Source: an optimization exercise on an open RTL-to-GDS flow (aim: small area and a short achievable clock period). Production flows keep margins and buffers that such runs may drop.
In this exercise RTL edits were held to simulation tests only and were not proved equivalent to the original.
No activity file was given, so power comes from the tool's default toggle rates.

==> flow/design.v <==
module mem_io_bus (
  input  logic         CLK,
  input  logic         RST_N,
  input  logic [31:0]  req_addr,
  input  logic [31:0]  req_wdata,
  input  logic [2:0]   req_len,
  input  logic         req_read,
  input  logic         req_write,
  output logic         stall,
  output logic [31:0]  rdata,
  output logic         err,
  output logic [127:0] io_out,
  input  logic [31:0]  io_in
);
  logic req;
  logic wait_q, done_q;
  assign req   = req_read | req_write;
  assign stall = RST_N & req & ~done_q;
  always_ff @(posedge CLK or negedge RST_N) begin
    if (!RST_N) begin
      wait_q <= 1'b0;
      done_q <= 1'b0;
    end else begin
      wait_q <= req & ~wait_q & ~done_q;
      done_q <= wait_q;
    end
  end
  logic [1:0] a_q;      
  logic [7:0] hi_q;     
  logic [7:0] lo_q;     
  logic       ram_q;    
  logic       ioh_q;    
  logic [2:0] len_q;
  logic       wr_q;
  always_ff @(posedge CLK) begin
    a_q   <= req_addr[1:0];
    for (int k = 0; k < 8; k++) begin
      hi_q[k] <= (req_addr[31:8] == 24'd0) & (req_addr[7:5] == 3'(k));
      lo_q[k] <= (req_addr[4:2] == 3'(k));
    end
    ram_q <= (req_addr[31:8] == 24'd0);
    ioh_q <= (req_addr[31:5] == 27'h0000800);
    len_q <= req_len;
    wr_q  <= req_write;
  end
  logic [1:0] lane;
  logic       io_ok, len_ok, misal, bad;
  logic       l_byte, l_half, l_word, l_sgn;
  logic [3:0] mask;
  assign lane   = a_q[1:0];
  assign l_byte = (len_q[1:0] == 2'b00);
  assign l_half = (len_q[1:0] == 2'b01);
  assign l_word = (len_q == 3'b010);
  assign l_sgn  = ~len_q[2];
  assign io_ok  = ioh_q & ~(lo_q[6] | lo_q[7]);
  assign len_ok = l_word | (l_sgn & ~len_q[1]) | (~wr_q & ~len_q[1]);
  assign misal  = (l_half & a_q[0]) | (l_word & (a_q[1] | a_q[0]));
  assign bad    = ~(ram_q | io_ok) | misal | ~len_ok;
  always_comb begin
    case (len_q[1:0])
      2'b00:   mask = 4'b0001 << lane;
      2'b01:   mask = lane[1] ? 4'b1100 : 4'b0011;
      default: mask = 4'b1111;
    endcase
  end
  logic [7:0]  mem   [256];
  logic [31:0] io_q  [4];
  logic [31:0] timer_q;
  logic [31:0] timer_inc;
  assign timer_inc = timer_q + 32'd1;
  logic [63:0] wsel;
  logic [31:0] rword;
  logic [31:0] ld;
  logic        sbit;
  logic        ok_q;
  logic [31:0] rd_q;
  logic        sx_lo_q, sx_hi_q;   
  logic [67:0] rsel;
  logic        tsel;
  logic [67:0] rsrc [32];
  logic [22:0] rterm [32];
  always_comb begin
    for (int w = 0; w < 64; w++) wsel[w] = hi_q[w/8] & lo_q[w%8];
    rsel[63:0] = wsel;
    for (int k = 0; k < 4; k++) rsel[64+k] = io_ok & lo_q[k];
    tsel = io_ok & lo_q[4];
    for (int i = 0; i < 32; i++) begin
      for (int w = 0; w < 64; w++) rsrc[i][w] = mem[4*w + i/8][i%8];
      for (int k = 0; k < 4; k++) rsrc[i][64+k] = io_q[k][i];
    end
  end
  for (genvar i = 0; i < 32; i++) begin : g_rd
    for (genvar j = 0; j < 22; j++) begin : g_t
      mib_aoi3 u_t (.a0(rsrc[i][3*j]),   .s0(rsel[3*j]),
                    .a1(rsrc[i][3*j+1]), .s1(rsel[3*j+1]),
                    .a2(rsrc[i][3*j+2]), .s2(rsel[3*j+2]),
                    .y(rterm[i][j]));
    end
    mib_aoi2 u_l (.a0(rsrc[i][66]), .s0(rsel[66]), .a1(rsrc[i][67]), .s1(rsel[67]),
                  .y(rterm[i][22]));
    assign rword[i] = ~&rterm[i] | (tsel & timer_inc[i]);
  end
  always_comb begin
    logic [7:0] b_lo, b_hi;
    case (lane)
      2'd0: b_lo = rword[7:0];
      2'd1: b_lo = rword[15:8];
      2'd2: b_lo = rword[23:16];
      default: b_lo = rword[31:24];
    endcase
    b_hi = lane[1] ? rword[31:24] : rword[15:8];
    sbit = l_sgn & (l_byte ? b_lo[7] : b_hi[7]);
    ld[7:0]   = b_lo;
    ld[15:8]  = l_byte ? 8'd0 : b_hi;
    ld[31:16] = l_word ? rword[31:16] : 16'd0;
  end
  always_ff @(posedge CLK) begin
    ok_q <= ~bad;
    rd_q <= ld;
    sx_lo_q <= l_byte & sbit;
    sx_hi_q <= ~l_word & sbit;
  end
  logic        in_sel;
  logic [3:0]  cb_d, cb;        
  logic        m0_d, m1_d, m0, m1;  
  logic        cw_d, cw;        
  logic [3:0]  sb_lo_d, sb_lo;  
  logic [3:0]  sb_hi_d, sb_hi;  
  logic [31:0] iv;
  assign in_sel = ioh_q & lo_q[5];
  always_comb begin
    for (int k = 0; k < 4; k++) cb_d[k] = in_sel & (lane == 2'(k));
    m0_d = in_sel & ~l_byte & ~lane[1];
    m1_d = in_sel & ~l_byte & lane[1];
    cw_d = in_sel & l_word;
    for (int k = 0; k < 4; k++) sb_lo_d[k] = in_sel & l_sgn & l_byte & (lane == 2'(k));
    sb_hi_d[0] = sb_lo_d[0];
    sb_hi_d[1] = sb_lo_d[1] | (in_sel & l_sgn & l_half & ~lane[1]);
    sb_hi_d[2] = sb_lo_d[2];
    sb_hi_d[3] = sb_lo_d[3] | (in_sel & l_sgn & l_half & lane[1]);
  end
  always_ff @(posedge CLK) begin
    cb    <= cb_d;
    m0    <= m0_d;
    m1    <= m1_d;
    cw    <= cw_d;
    sb_lo <= sb_lo_d;
    sb_hi <= sb_hi_d;
  end
  logic [31:0] it_a, it_b, it_c, it_d;
  for (genvar i = 0; i < 8; i++) begin : g_in_lo
    mib_aoi2 u_a (.a0(io_in[i]), .s0(cb[0]), .a1(io_in[8+i]), .s1(cb[1]), .y(it_a[i]));
    mib_aoi2 u_b (.a0(io_in[16+i]), .s0(cb[2]), .a1(io_in[24+i]), .s1(cb[3]), .y(it_b[i]));
    assign it_c[i] = ~rd_q[i];
    mib_nand3 u_y (.a(it_a[i]), .b(it_b[i]), .c(it_c[i]), .y(iv[i]));
  end
  for (genvar i = 8; i < 16; i++) begin : g_in_mid
    mib_aoi2 u_a (.a0(io_in[i]), .s0(m0), .a1(io_in[16+i]), .s1(m1), .y(it_a[i]));
    mib_aoi2 u_b (.a0(io_in[7]), .s0(sb_lo[0]), .a1(io_in[15]), .s1(sb_lo[1]), .y(it_b[i]));
    mib_aoi2 u_c (.a0(io_in[23]), .s0(sb_lo[2]), .a1(io_in[31]), .s1(sb_lo[3]), .y(it_c[i]));
    assign it_d[i] = ~(rd_q[i] | sx_lo_q);
    mib_nand4 u_y (.a(it_a[i]), .b(it_b[i]), .c(it_c[i]), .d(it_d[i]), .y(iv[i]));
  end
  for (genvar i = 16; i < 32; i++) begin : g_in_hi
    mib_aoi2 u_a (.a0(io_in[i]), .s0(cw), .a1(io_in[7]), .s1(sb_hi[0]), .y(it_a[i]));
    mib_aoi2 u_b (.a0(io_in[15]), .s0(sb_hi[1]), .a1(io_in[23]), .s1(sb_hi[2]), .y(it_b[i]));
    mib_aoi2 u_c (.a0(io_in[31]), .s0(sb_hi[3]), .a1(sx_hi_q), .s1(1'b1), .y(it_c[i]));
    assign it_d[i] = ~rd_q[i];
    mib_nand4 u_y (.a(it_a[i]), .b(it_b[i]), .c(it_c[i]), .d(it_d[i]), .y(iv[i]));
  end
  assign rdata = iv;
  assign err   = ~ok_q;
  logic        do_wr;
  logic [31:0] wsh;
  logic [3:0]  io_we [5];
  assign do_wr = done_q & wr_q & ok_q;
  assign wsh[7:0]   = req_wdata[7:0];
  assign wsh[15:8]  = l_byte ? req_wdata[7:0] : req_wdata[15:8];
  assign wsh[23:16] = l_word ? req_wdata[23:16] : req_wdata[7:0];
  assign wsh[31:24] = l_byte ? req_wdata[7:0] :
                      l_word ? req_wdata[31:24] : req_wdata[15:8];
  always_ff @(posedge CLK) begin
    for (int w = 0; w < 64; w++) begin
      for (int b = 0; b < 4; b++) begin
        if (do_wr & wsel[w] & mask[b]) mem[4*w+b] <= wsh[8*b +: 8];
      end
    end
  end
  always_comb begin
    for (int k = 0; k < 5; k++) io_we[k] = {4{do_wr & ioh_q & lo_q[k]}} & mask;
  end
  always_ff @(posedge CLK or negedge RST_N) begin
    if (!RST_N) begin
      for (int k = 0; k < 4; k++) io_q[k] <= '0;
      timer_q <= '0;
    end else begin
      for (int k = 0; k < 4; k++) begin
        for (int b = 0; b < 4; b++) begin
          if (io_we[k][b]) io_q[k][8*b +: 8] <= wsh[8*b +: 8];
        end
      end
      if (do_wr & ioh_q & lo_q[4]) begin
        for (int b = 0; b < 4; b++) begin
          if (mask[b]) timer_q[8*b +: 8] <= wsh[8*b +: 8];
        end
      end else begin
        timer_q <= timer_inc;
      end
    end
  end
  always_comb begin
    for (int k = 0; k < 4; k++) io_out[32*k +: 32] = io_q[k];
  end
endmodule
module mib_aoi3 (
  input  logic a0, s0, a1, s1, a2, s2,
  output logic y
);
  assign y = ~((a0 & s0) | (a1 & s1) | (a2 & s2));
endmodule
module mib_aoi2 (
  input  logic a0, s0, a1, s1,
  output logic y
);
  assign y = ~((a0 & s0) | (a1 & s1));
endmodule
module mib_nand3 (
  input  logic a, b, c,
  output logic y
);
  assign y = ~(a & b & c);
endmodule
module mib_nand4 (
  input  logic a, b, c, d,
  output logic y
);
  assign y = ~(a & b & c & d);
endmodule
==> flow/config.mk <==
export PLATFORM = sky130hd
export DESIGN_NAME = mem_io_bus
export DESIGN_NICKNAME = mem_io_bus
export VERILOG_FILES = /design/flow/design.v
export SDC_FILE = /design/flow/constraint.sdc
export NUM_CORES = 4
export LEC_CHECK = 0
export CAP_MARGIN = 20
export CORE_MARGIN = 2
export CORE_UTILIZATION = 40
export SETUP_SLACK_MARGIN = 3.6
export SLEW_MARGIN = 20
export SYNTH_HIERARCHICAL = 1
==> flow/constraint.sdc <==
create_clock -name core_clock -period 7.0 [get_ports {CLK}]
set_input_delay 1.4000 -clock core_clock [delete_from_list [all_inputs] [get_ports {CLK}]]
set_output_delay 1.4000 -clock core_clock [all_outputs]
set_load 0.01 [all_outputs]
standard.sh (not shown) runs the stock make flow with config.mk's settings and CLKGATE_MAP_FILE= SYNTH_SCRIPT=/design/flow/synth_recipe.tcl, a recipe that flattens the netlist after the stock synthesis.
==> flow/flow/run.sh <==
#!/bin/bash
# The standard layout (standard.sh, which also runs the standard synthesis),
# with two ORFS variables set:
#  - port buffers use buf_1 instead of the slow delay cell buffer_ports picks;
#  - clock tree without dummy loads, in clusters of up to 25 sinks within 100 um;
# make's full output goes to flow_make.log here; each step's log stays under orfs/logs.
set -euo pipefail
export BUFFER_PORTS_ARGS="-buffer_cell sky130_fd_sc_hd__buf_1"
export CTS_ARGS="-sink_clustering_enable -repair_clock_nets -dont_use_dummy_load -sink_clustering_size 25 -sink_clustering_max_diameter 100"
bash standard.sh > flow_make.log 2>&1
The starting point passed the timing, design-rule and antenna checks.
==> next run, changes <==
--- a/flow/design.v
+++ b/flow/design.v
@@ -97,9 +97,18 @@
                     .y(rterm[i][j]));
     end
     mib_aoi2 u_l (.a0(rsrc[i][66]), .s0(rsel[66]), .a1(rsrc[i][67]), .s1(rsel[67]),
                   .y(rterm[i][22]));
-    assign rword[i] = ~&rterm[i] | (tsel & timer_inc[i]);
+    logic [23:0] rt;
+    logic [7:0]  rp;
+    logic [1:0]  rn;
+    assign rt = {~(tsel & timer_inc[i]), rterm[i]};
+    for (genvar g = 0; g < 8; g++) begin : g_p
+      mib_nand3 u_p (.a(rt[3*g]), .b(rt[3*g+1]), .c(rt[3*g+2]), .y(rp[g]));
+    end
+    mib_nor4 u_n0 (.a(rp[0]), .b(rp[1]), .c(rp[2]), .d(rp[3]), .y(rn[0]));
+    mib_nor4 u_n1 (.a(rp[4]), .b(rp[5]), .c(rp[6]), .d(rp[7]), .y(rn[1]));
+    mib_nand2 u_w (.a(rn[0]), .b(rn[1]), .y(rword[i]));
   end
   always_comb begin
     logic [7:0] b_lo, b_hi;
     case (lane)
@@ -235,4 +244,16 @@
   output logic y
 );
   assign y = ~(a & b & c & d);
 endmodule
+module mib_nor4 (
+  input  logic a, b, c, d,
+  output logic y
+);
+  assign y = ~(a | b | c | d);
+endmodule
+module mib_nand2 (
+  input  logic a, b,
+  output logic y
+);
+  assign y = ~(a & b);
+endmodule
Fmax went up slightly.
Final cell count grows slightly.
Final area hardly moves.
Total power went down slightly.
Core utilization fell by 0.36 points.
Via count falls by a few percent.
Die area rises slightly.
Routed wire length goes down by roughly a tenth.

==> separate check: timing with driven ports <==
The flow's constraints put no driver on any port. The routed layouts listed below were extracted and timed again, unchanged, in two steps. Step 1: set_driving_cell puts a clkbuf_16 on CLK and a buf_2 on each other input, an assumption about the parent block. Step 2, shift: input delay + t, output delay - t, t = (earliest + latest rising clock arrival at the registers) / 2. This alone moves slack from input paths to output paths. a / b / c = ideal / step 1 / step 2; a / b = the first two.
run | shift t [ns] | setup WS [ns] | worst data-port slew with drivers (ns)
the first run | 0.846 | 3.409 / 3.206 / 3.137 | 0.30
the second run | 0.839 | 3.472 / 3.345 / 2.923 | 0.21
After both steps setup and hold are still met in every run listed. For the second run, which loses most, drivers alone change the setup slack by -0.127 ns; drivers and shift together by -0.549 ns.
